Background: an optimization exercise with open tools, aiming at small area, a short achievable clock period and few clock cycles per item. Do not read the settings as production practice.
The RTL was checked by simulation tests, not by an equivalence proof against the original design.

## the baseline
Design polar_decoder, start of the top module:
module polar_decoder
(
    input  wire                  clk,
    input  wire                  rst_n,
    input  wire                  module_en,
    input  wire  [192-1:0]  rdata,
    output logic [11-1:0]  raddr,
    output logic [6-1:0]  waddr,
    output logic [16-1:0]  wdata,
    output logic                 wen,
    output logic                 proc_done
);
make LEC_CHECK=0 ABC_AREA=1 CAP_MARGIN=20 CORE_MARGIN=2 CORE_UTILIZATION=55 SETUP_SLACK_MARGIN=4.0 SLEW_MARGIN=20 TNS_END_PERCENT=100 finish   # period 10.0 ns
run.sh (not shown) runs the stock make flow with config.mk's settings and CLKGATE_MAP_FILE= SYNTH_SCRIPT=/design/flow/synth_recipe.tcl, a recipe that flattens the netlist after the stock synthesis.
Testbench counts of the baseline, summed over its fixed seeds: cycles 2,238, packets 760.
Here is what was changed in the inputs of the candidate compared with the baseline.
Settings: PLACE_DENSITY now 0.75, previously not set; GPL_ROUTABILITY_DRIVEN now 0, previously not set.
[summary]
Relative to the baseline, global-route usage has decreased by 2.8 points in the candidate.
The higher non-clock buffer count of the candidate and the baseline is in the baseline.
Side by side, number of global-route vias before repair turned out higher in the candidate than in the baseline.
In the candidate the count of antenna diodes in the layout turned out 2 higher than in the baseline.
There was hardly any difference in clock transition at the registers of the reported paths between the baseline and the candidate.
The candidate ends up with lower setup slack than the baseline does.
Against the baseline, post-route minimum period in the candidate came out worse.
| share of cell area taken by flip-flops and latches | lower: the baseline |
Of the two values seen for slowest cell on the critical path, a2111oi_4 was produced by the candidate and dfxtp_2 by the baseline.
Re largest stage delay on the critical path: the candidate is 0.14 ns up on the baseline.
The share of the synthesized area in compound gates (AO/OA/AOI/OAI) was comparable across the candidate and the baseline.
Reported for the candidate and the baseline, synthesized area turned out identical to the last digit.

Starting RTL as in the previous note.
## polar_decoder
module polar_decoder
(
    input  wire                  clk,
    input  wire                  rst_n,
    input  wire                  module_en,
    input  wire  [192-1:0]  rdata,
    output logic [11-1:0]  raddr,
    output logic [6-1:0]  waddr,
    output logic [16-1:0]  wdata,
    output logic                 wen,
    output logic                 proc_done
);
==> flow/config.mk <==
export PLATFORM = sky130hd
export DESIGN_NAME = polar_decoder
export DESIGN_NICKNAME = polar_decoder
export VERILOG_FILES = /design/flow/design.v
export SDC_FILE = /design/flow/constraint.sdc
export NUM_CORES = 4
export LEC_CHECK = 0
export ABC_AREA = 1
export CAP_MARGIN = 20
export CORE_MARGIN = 2
export CORE_UTILIZATION = 55
export PLACE_DENSITY = 0.75
export SETUP_SLACK_MARGIN = 4.25
export SLEW_MARGIN = 20
export TNS_END_PERCENT = 100
==> flow/constraint.sdc <==
create_clock -name core_clock -period 10.0 [get_ports {clk}]
set_input_delay 2.0000 -clock core_clock [delete_from_list [all_inputs] [get_ports {clk}]]
set_output_delay 2.0000 -clock core_clock [all_outputs]
set_load 0.01 [all_outputs]
Testbench counts at the start, summed over its fixed seeds: cycles 2,238, packets 760.
Then changed:
CAP_MARGIN = 10   (was 20)
PLACE_DENSITY = 0.8   (was 0.75)
SETUP_SLACK_MARGIN = 4.0   (was 4.25)
SLEW_MARGIN = 10   (was 20)
Result:
- worst hold slack gets worse by 17 ps
- final cell count goes down slightly
- sequential share of layout area goes up by 0.53 points
- non-clock buffer count goes down by 33
Then changed:
CAP_MARGIN = 20   (was 10)
CORE_UTILIZATION = 50   (was 55)
PLACE_DENSITY = 0.7   (was 0.8)
SLEW_MARGIN = 20   (was 10)
Outcome:
- final area is higher by 0.49%
- clock-buffer cell count is higher by 2
- non-clock buffer count is lower by 17
Then changed:
CAP_MARGIN = 10   (was 20)
CORE_UTILIZATION = 55   (was 50)
PLACE_DENSITY = 0.75   (was 0.7)
SETUP_SLACK_MARGIN = 4.25   (was 4.0)
SLEW_MARGIN = 10   (was 20)
Result: Wire length is about the same. Worst hold slack is about the same. Worst setup slack is better by 48 ps. First-iteration DRC count is higher by 15%. Final area is higher by 2.3%.
Then changed:
CAP_MARGIN = 20   (was 10)
SETUP_SLACK_MARGIN = 3.75   (was 4.25)
SLEW_MARGIN = 20   (was 10)
Via count shrinks by a few percent.
Non-clock buffer count shrinks by 106.
Design area shrinks by a few percent.
Register-to-register slack gets worse by 230 ps.
Utilization shrinks by 3.2 points.
Sequential cell count stays the same.
Global-route usage shrinks by 0.37 points.
Die area is unchanged.
Critical path depth shrinks by 2.
Then changed:
CORE_UTILIZATION = 62   (was 55)
PLACE_DENSITY = 0.8   (was 0.75)
SETUP_SLACK_MARGIN = 4.0   (was 3.75)
Result:
- design area increases by a few percent
- via count went up by a few percent

==> separate check: timing with driven ports <==
Ports are ideal in the flow. The routed layouts listed here were re-timed in OpenROAD.
Step 1 (the two cells are an assumption about what drives the block):
set clk [get_ports {clk}]
set_driving_cell -lib_cell sky130_fd_sc_hd__clkbuf_16 $clk
set_driving_cell -lib_cell sky130_fd_sc_hd__buf_2 [delete_from_list [all_inputs] $clk]
Step 2 moves the port delays by t, midway between the first and last clock arrival at a register: inputs arrive t later, outputs are due t later. That takes back most of the time a late clock gives input paths.
a / b / c = no drivers / after step 1 / after step 2; a / b = the first two.
run | t (ns) | setup slack, ns | latest minus earliest clock arrival (ns)
the baseline | 0.740 | 4.094 / 4.094 / 3.754 | 0.039 / 0.039
the candidate | 0.738 | 3.942 / 3.942 / 3.683 | 0.043 / 0.043
the first run of note 2 | 0.739 | 4.168 / 4.168 / 3.929 | 0.038 / 0.038
the second run of note 2 | 0.729 | 4.101 / 4.101 / 3.671 | 0.032 / 0.032
the third run of note 2 | 0.730 | 4.131 / 4.131 / 3.747 | 0.050 / 0.049
the fourth run of note 2 | 0.744 | 4.179 / 4.179 / 3.938 | 0.037 / 0.037
the fifth run of note 2 | 0.742 | 3.951 / 3.951 / 3.722 | 0.037 / 0.036
the sixth run of note 2 | 0.734 | 4.036 / 4.036 / 3.695 | 0.037 / 0.038
After both steps every run listed still meets setup and hold. For the second run of note 2, which loses most, drivers alone change the setup slack by 0.000 ns; drivers and shift together by -0.430 ns.
